Context: an optimization exercise on an open-source flow, tuned for small area, a short achievable clock period and few clock cycles per item. The choices shown serve that exercise and are no tape-out recipe.
RTL that was checked went through simulation tests only; none was proved equivalent to the original.

==> run R: inputs <==
## sw_top
module sw_top (
	input  logic clk,
	input  logic rst_n,
	input  logic i_set_t,
	input  logic [sw_pkg::MAX_T_LOG-1:0] i_t_len,
	input  logic [1:0] i_t_base,
	input  logic i_t_valid,
	output logic o_t_ready,
	input  logic i_start_cal,
	input  logic [sw_pkg::PE_NUM*2-1:0] i_s,
	input  logic [sw_pkg::PE_NUM_LOG-1:0] i_s_len,
	input  logic [sw_pkg::PARAM_W-1:0] i_match,
	input  logic [sw_pkg::PARAM_W-1:0] i_mismatch,
	input  logic [sw_pkg::PARAM_W-1:0] i_gap_open,
	input  logic [sw_pkg::PARAM_W-1:0] i_gap_extend,
	input  logic i_param_valid,
	output logic o_busy,
	output logic signed [sw_pkg::SCORE_W-1:0] o_result,
	output logic o_valid
);
	localparam int TL = sw_pkg::MAX_T_LOG;
	localparam int PW = sw_pkg::PARAM_W;
	logic loading;
	logic loaded;
	logic calc;
	logic [TL-2:0] lenm1;
	logic [TL-2:0] wptr;
	logic [TL-1:0] cnt;
	logic [TL-2:0] lenm1_in;
	logic [sw_pkg::PE_NUM*2-1:0] s_q;
	logic [sw_pkg::PE_NUM_LOG-1:0] s_len_q;
	logic [PW-1:0] match_q;
	logic [PW-1:0] mismatch_q;
	logic [PW-1:0] open_q;
	logic [PW-1:0] extend_q;
	logic start;
	logic accept;
	logic last_accept;
	logic done;
	logic head_valid;
	logic [1:0] head_base;
	logic [sw_pkg::VAL_W-1:0] result;
	always_comb begin
		if (i_t_len == '0)
			lenm1_in = '0;
		else if (i_t_len > TL'(sw_pkg::MAX_T))
			lenm1_in = '1;
		else
			lenm1_in = (TL-1)'(i_t_len - TL'(1));
	end
	assign start = i_start_cal & loaded;
  ...
==> flow/config.mk <==
export PLATFORM = sky130hd
export DESIGN_NAME = sw_top
export DESIGN_NICKNAME = sw_top
export VERILOG_FILES = /design/flow/design.v
export SDC_FILE = /design/flow/constraint.sdc
export NUM_CORES = 4
export LEC_CHECK = 0
export ABC_AREA = 1
export CAP_MARGIN = 20
export CORE_MARGIN = 2
export CORE_UTILIZATION = 40
export SLEW_MARGIN = 20
export TNS_END_PERCENT = 5
==> flow/constraint.sdc <==
create_clock -name core_clock -period 18.0 [get_ports {clk}]
set_input_delay 3.6000 -clock core_clock [delete_from_list [all_inputs] [get_ports {clk}]]
set_output_delay 3.6000 -clock core_clock [all_outputs]
set_load 0.01 [all_outputs]
standard.sh (not shown) runs the stock make flow with config.mk's settings and CLKGATE_MAP_FILE= SYNTH_SCRIPT=/design/flow/synth_recipe.tcl, a recipe that flattens the netlist after the stock synthesis.
==> flow/flow/run.sh <==
#!/bin/bash
# Standard layout, with repair_timing aiming for more setup slack than the 0 ns default.
set -euo pipefail
bash standard.sh SETUP_SLACK_MARGIN=12.95 finish > standard_flow.log 2>&1
==> inputs of run E, as changes to run R <==
--- a/flow/design.v
+++ b/flow/design.v
@@ -22,16 +22,20 @@
 	input  logic i_en,
 	input  logic [1:0] i_s_base,
 	input  logic [1:0] i_t_left,
 	input  logic i_v_left,
 	input  logic [WL-1:0] i_h_left,
 	input  logic [WL-1:0] i_f_left,
 	input  logic [WL-1:0] i_m_left,
 	input  logic i_clear,
+	input  logic i_fast,
+	input  logic i_fast_hit,
+	input  logic [sw_pkg::PARAM_W-1:0] i_ds1_next,
+	input  logic [sw_pkg::PARAM_W-1:0] i_match_open,
 	input  logic [sw_pkg::PARAM_W-1:0] i_match,
 	input  logic [sw_pkg::PARAM_W:0] i_neg_mismatch,
 	input  logic [sw_pkg::PARAM_W-1:0] i_open,
 	input  logic [sw_pkg::PARAM_W-1:0] i_extend,
 	output logic [1:0] o_t,
 	output logic o_v,
 	output logic [W-1:0] o_h,
 	output logic [W-1:0] o_f,
@@ -48,75 +52,96 @@
 		c = 1'b1;
 		for (int i = 0; i < W; i++)
 			c = (a[i] & ~b[i]) | ((a[i] | ~b[i]) & c);
 		uge = c;
 	endfunction
 	function automatic logic [W-1:0] umax(input logic [W-1:0] a, input logic [W-1:0] b);
 		umax = uge(b, a) ? b : a;
 	endfunction
+	logic [1:0] t_q;
+	logic v_q;
+	logic v_cur;
 	logic [W-1:0] e_q;
 	logic [W-1:0] ds;
 	logic [W-1:0] f_in;
 	logic [W-1:0] h;
 	logic [W-1:0] ho;
 	logic [W-1:0] e_n;
 	logic [W-1:0] f_n;
 	logic [W-1:0] h_n;
 	logic act;
 	always_ff @(posedge clk or negedge rst_n) begin
 		if (!rst_n)
-			o_v <= 1'b0;
+			v_q <= 1'b0;
 		else
-			o_v <= i_v_left;
+			v_q <= i_v_left;
 	end
 	always_ff @(posedge clk)
-		o_t <= i_t_left;
-	assign act = o_v & i_en;
+		t_q <= i_t_left;
+	assign v_cur = (J == 1) ? (v_q | i_fast) : v_q;
+	assign o_t = t_q;
+	assign o_v = v_cur;
+	assign act = v_cur & i_en;
 	assign f_in = W'(i_f_left);
 	if (J == 1) begin : g_first
-		assign ds = (o_t == i_s_base) ? W'(i_match) : '0;
+		logic [W-1:0] ds_q;
+		always_ff @(posedge clk)
+			ds_q <= W'(i_ds1_next);
+		assign ds = ds_q;
 		always_comb begin
 			if (!uge(e_q, ds)) begin
 				h = ds;
 				ho = sat_sub(ds, i_open);
 			end else begin
 				h = e_q;
 				ho = sat_sub(e_q, i_open);
 			end
 		end
 	end else begin : g_rest
 		logic [W-1:0] ds_q;
 		logic [W:0] ds_sum;
 		logic sel_d;
 		logic sel_e;
 		assign ds_sum = (W+1)'(i_h_left) + ((i_t_left == i_s_base) ? (W+1)'(i_match)
 			: {{(W-PW){i_neg_mismatch[PW]}}, i_neg_mismatch});
-		always_ff @(posedge clk)
-			ds_q <= ds_sum[W] ? '0 : ds_sum[W-1:0];
+		always_ff @(posedge clk) begin
+			if (J == 2 && i_fast)
+				ds_q <= i_fast_hit ? W'(i_match) : '0;
+			else
+				ds_q <= ds_sum[W] ? '0 : ds_sum[W-1:0];
+		end
 		assign ds = ds_q;
 		assign sel_d = uge(ds, e_q) & uge(ds, f_in);
 		assign sel_e = uge(e_q, f_in);
 		always_comb begin
-			if (sel_d)
+			if (sel_d) begin
 				h = ds;
-			else if (sel_e)
+				ho = sat_sub(ds, i_open);
+			end else if (sel_e) begin
 				h = e_q;
-			else
+				ho = sat_sub(e_q, i_open);
+			end else begin
 				h = f_in;
-			ho = sat_sub(h, i_open);
+				ho = sat_sub(f_in, i_open);
+			end
 		end
 	end
 	always_comb begin
 		e_n = act ? umax(ho, sat_sub(e_q, i_extend)) : '0;
 		if (J == 1)
 			f_n = act ? ho : '0;
 		else
 			f_n = act ? umax(ho, sat_sub(f_in, i_extend)) : '0;
 		h_n = act ? h : '0;
+		if (J == 1 && i_fast) begin
+			e_n = i_fast_hit ? W'(i_match_open) : '0;
+			f_n = e_n;
+			h_n = i_fast_hit ? W'(i_match) : '0;
+		end
 	end
 	always_ff @(posedge clk)
 		e_q <= e_n;
 	if (J < sw_pkg::PE_NUM) begin : g_out
 		always_ff @(posedge clk) begin
 			o_h <= h_n;
 			o_f <= f_n;
 		end
@@ -140,50 +165,62 @@
 endmodule
 `timescale 1ns/1ps
 module t_store (
 	input  logic clk,
 	input  logic i_we,
 	input  logic [sw_pkg::MAX_T_LOG-2:0] i_waddr,
 	input  logic [1:0] i_base,
 	input  logic [sw_pkg::MAX_T_LOG-2:0] i_raddr,
-	output logic [1:0] o_base
+	output logic [1:0] o_base,
+	output logic [1:0] o_base0,
+	output logic [1:0] o_base1
 );
 	logic [1:0] mem [0:sw_pkg::MAX_T-1];
 	always_ff @(posedge clk) begin
 		if (i_we)
 			mem[i_waddr] <= i_base;
 	end
 	assign o_base = mem[i_raddr];
+	assign o_base0 = mem[0];
+	assign o_base1 = mem[1];
 endmodule
 `timescale 1ns/1ps
 module pe_array (
 	input  logic clk,
 	input  logic rst_n,
 	input  logic i_clear,
 	input  logic [sw_pkg::PE_NUM*2-1:0] i_s,
 	input  logic [sw_pkg::PE_NUM_LOG-1:0] i_s_len,
 	input  logic [1:0] i_t_base,
 	input  logic i_t_valid,
+	input  logic i_fast,
+	input  logic [3:0] i_fast_s,
+	input  logic i_fast_en,
+	input  logic [sw_pkg::PARAM_W-1:0] i_match_open,
 	input  logic [sw_pkg::PARAM_W-1:0] i_match,
+	input  logic [sw_pkg::PARAM_W-1:0] i_ds1_next,
 	input  logic [sw_pkg::PARAM_W:0] i_neg_mismatch,
 	input  logic [sw_pkg::PARAM_W-1:0] i_open,
 	input  logic [sw_pkg::PARAM_W-1:0] i_extend,
 	output logic [sw_pkg::VAL_W-1:0] o_result
 );
 	localparam int W = sw_pkg::VAL_W;
 	localparam int NL = sw_pkg::PE_NUM_LOG;
 	function automatic int wid(input int k);
 		wid = (k <= 1) ? 8 : (k == 2) ? 9 : (k <= 4) ? 10 : 11;
 	endfunction
 	logic [1:0] t_chain [0:sw_pkg::PE_NUM];
 	logic v_chain [0:sw_pkg::PE_NUM];
 	logic [W-1:0] h_chain [0:sw_pkg::PE_NUM];
 	logic [W-1:0] f_chain [0:sw_pkg::PE_NUM];
 	logic [W-1:0] m_chain [0:sw_pkg::PE_NUM];
+	logic [1:0] fast_hit;
+	assign fast_hit[0] = (t_chain[1] == i_fast_s[1:0]) & i_fast_en;
+	assign fast_hit[1] = (t_chain[1] == i_fast_s[3:2]);
 	assign t_chain[0] = i_t_base;
 	assign v_chain[0] = i_t_valid;
 	assign h_chain[0] = '0;
 	assign f_chain[0] = '0;
 	assign m_chain[0] = '0;
 	for (genvar k = 0; k < sw_pkg::PE_NUM; k++) begin : g_pe
 		sw_pe #(.J(k + 1), .WL(wid(k)), .W(wid(k + 1))) u_pe (
 			.clk        (clk),
@@ -191,17 +228,21 @@
 			.i_en       (i_s_len > NL'(k)),
 			.i_s_base   (i_s[2*k+1:2*k]),
 			.i_t_left   (t_chain[k]),
 			.i_v_left   (v_chain[k]),
 			.i_h_left   (h_chain[k][wid(k)-1:0]),
 			.i_f_left   (f_chain[k][wid(k)-1:0]),
 			.i_m_left   (m_chain[k][wid(k)-1:0]),
 			.i_clear    (i_clear),
+			.i_fast     (i_fast),
+			.i_fast_hit (fast_hit[k < 2 ? k : 1]),
+			.i_match_open (i_match_open),
 			.i_match    (i_match),
+			.i_ds1_next (i_ds1_next),
 			.i_neg_mismatch (i_neg_mismatch),
 			.i_open     (i_open),
 			.i_extend   (i_extend),
 			.o_t        (t_chain[k+1]),
 			.o_v        (v_chain[k+1]),
 			.o_h        (h_chain[k+1][wid(k+1)-1:0]),
 			.o_f        (f_chain[k+1][wid(k+1)-1:0]),
 			.o_m        (m_chain[k+1][wid(k+1)-1:0])
@@ -246,35 +287,69 @@
 	logic [TL-2:0] lenm1_in;
 	logic [sw_pkg::PE_NUM*2-1:0] s_q;
 	logic [sw_pkg::PE_NUM_LOG-1:0] s_len_q;
 	logic [PW-1:0] match_q;
 	logic [PW-1:0] mismatch_q;
 	logic [PW-1:0] open_q;
 	logic [PW-1:0] extend_q;
 	logic start;
+	logic fast;
+	logic [1:0] mem_base;
+	logic [1:0] mem_base0;
+	logic [1:0] mem_base1;
+	logic playing;
+	logic [PW-1:0] ds1_next;
+	logic [PW-1:0] match_open;
 	logic accept;
 	logic last_accept;
 	logic done;
 	logic head_valid;
 	logic [1:0] head_base;
 	logic [sw_pkg::VAL_W-1:0] result;
 	always_comb begin
 		if (i_t_len == '0)
 			lenm1_in = '0;
 		else if (i_t_len > TL'(sw_pkg::MAX_T))
 			lenm1_in = '1;
 		else
 			lenm1_in = (TL-1)'(i_t_len - TL'(1));
 	end
 	assign start = i_start_cal & loaded;
+	assign fast = start & !i_param_valid;
 	assign accept = loading & i_t_valid;
 	assign last_accept = accept & (wptr == lenm1);
 	assign done = calc & (cnt == {1'b0, lenm1} + TL'(8));
-	assign head_valid = start | (calc & (cnt <= {1'b0, lenm1}));
+	assign playing = calc & (cnt <= {1'b0, lenm1});
+	assign head_valid = fast ? (lenm1 != '0) : (start | playing);
+	always_comb begin
+		if (loading && wptr == '0)
+			head_base = i_t_base;
+		else if (fast)
+			head_base = mem_base1;
+		else if (playing)
+			head_base = mem_base;
+		else
+			head_base = mem_base0;
+	end
+	logic [PW-1:0] ds1_fast;
+	logic [PW-1:0] ds1_play;
+	logic [PW-1:0] ds1_idle;
+	assign ds1_fast = (mem_base1 == i_s[1:0]) ? match_q : '0;
+	assign ds1_play = (mem_base == s_q[1:0]) ? match_q : '0;
+	assign ds1_idle = (mem_base0 == i_s[1:0]) ? (i_param_valid ? i_match : match_q) : '0;
+	always_comb begin
+		if (fast)
+			ds1_next = ds1_fast;
+		else if (playing)
+			ds1_next = ds1_play;
+		else
+			ds1_next = ds1_idle;
+	end
+	assign match_open = (match_q > open_q) ? match_q - open_q : '0;
 	always_ff @(posedge clk or negedge rst_n) begin
 		if (!rst_n) begin
 			loading <= 1'b0;
 			loaded <= 1'b0;
 			calc <= 1'b0;
 			cnt <= '0;
 			o_busy <= 1'b0;
 			o_valid <= 1'b0;
@@ -285,17 +360,17 @@
 				loading <= 1'b1;
 				loaded <= 1'b0;
 			end else if (last_accept) begin
 				loading <= 1'b0;
 				loaded <= 1'b1;
 			end
 			if (start) begin
 				calc <= 1'b1;
-				cnt <= TL'(1);
+				cnt <= fast ? TL'(2) : TL'(1);
 			end else if (done) begin
 				calc <= 1'b0;
 				cnt <= '0;
 			end else if (calc) begin
 				cnt <= cnt + TL'(1);
 			end
 		end
 	end
@@ -326,26 +401,33 @@
 	end
 	assign o_t_ready = loading;
 	t_store u_t_store (
 		.clk     (clk),
 		.i_we    (loading),
 		.i_waddr (wptr),
 		.i_base  (i_t_base),
 		.i_raddr (cnt[TL-2:0]),
-		.o_base  (head_base)
+		.o_base  (mem_base),
+		.o_base0 (mem_base0),
+		.o_base1 (mem_base1)
 	);
 	pe_array u_pe_array (
 		.clk        (clk),
 		.rst_n      (rst_n),
 		.i_clear    (start),
 		.i_s        (s_q),
 		.i_s_len    (s_len_q),
 		.i_t_base   (head_base),
 		.i_t_valid  (head_valid),
+		.i_fast     (fast),
+		.i_fast_s   (i_s[3:0]),
+		.i_fast_en  (i_s_len != '0),
+		.i_match_open (match_open),
 		.i_match    (match_q),
+		.i_ds1_next (ds1_next),
 		.i_neg_mismatch (-{1'b0, mismatch_q}),
 		.i_open     (open_q),
 		.i_extend   (extend_q),
 		.o_result   (result)
 	);
 	assign o_result = {1'b0, result};
 endmodule
==> flow/flow/run.sh (replaced) <==
#!/bin/bash
# Standard layout, with buf_4 port buffers, larger clock-tree sink clusters
# without dummy loads, and repair_timing aiming for more setup slack than the
# 0 ns default.
set -euo pipefail
bash standard.sh SETUP_SLACK_MARGIN=13.2 \
  "BUFFER_PORTS_ARGS=-buffer_cell sky130_fd_sc_hd__buf_4" \
  "CTS_ARGS=-sink_clustering_enable -repair_clock_nets -sink_clustering_size 22 -sink_clustering_max_diameter 90 -dont_use_dummy_load" \
  finish > standard_flow.log 2>&1
- CORE_UTILIZATION: 40 -> 55
- TNS_END_PERCENT: 5 -> not set
==> comparison table <==
item	run R	run E
Run status	no timing/DRC/antenna violations	no timing/DRC/antenna violations
Start point of the worst min-delay path	u_pe_array.g_pe[2].u_pe.o_t[1]$_DFF_P_	u_pe_array.g_pe[1].u_pe.t_q[1]$_DFF_P_
Worst Setup Slack post-DPL	11.80 ns	11.33 ns
Area of placed instances	40900 µm²	47700 µm²
Level count of the clock H-tree	3	2
Setup Fix Bufs, Post-CTS	15	8
Final instance count without filler cells	7478	8211
CTS sink count	526	534
CTS clock-pin slew for the worst setup and hold paths	0.06 ns	0.09 ns
Final critical-path share of the clock period	0.290	0.264
Inverters, non-clock	1061	1147
Max layer used	met5	met4
Testbench counts of run E, summed over its fixed seeds: cycles 17,102, items 576.
Only the layout flow was run in run R; the RTL was not checked for function there.

==> port drivers added, routing unchanged <==
In the flow no input, the clock included, has a driving cell. The finished layouts below were timed again as built, in two steps.
Step 1 assumes that a clkbuf_16 drives the clock port and a buf_2 every other input.
Step 2 also shifts input and output timing later by t, the mid clock arrival at the registers, as if the neighbouring blocks saw the same clock.
Three values: ideal ports, drivers, drivers and shift; two values: the first two.
run | shift t [ns] | setup slack, ns | pins driven straight from the clock port
run R | 0.682 | 12.772 / 12.706 / 12.155 | 1
run E | 0.639 | 13.242 / 13.167 / 12.707 | 1
After both steps every run listed still meets setup and hold. For run R, which loses most, drivers alone change the setup slack by -0.066 ns; drivers and shift together by -0.617 ns.
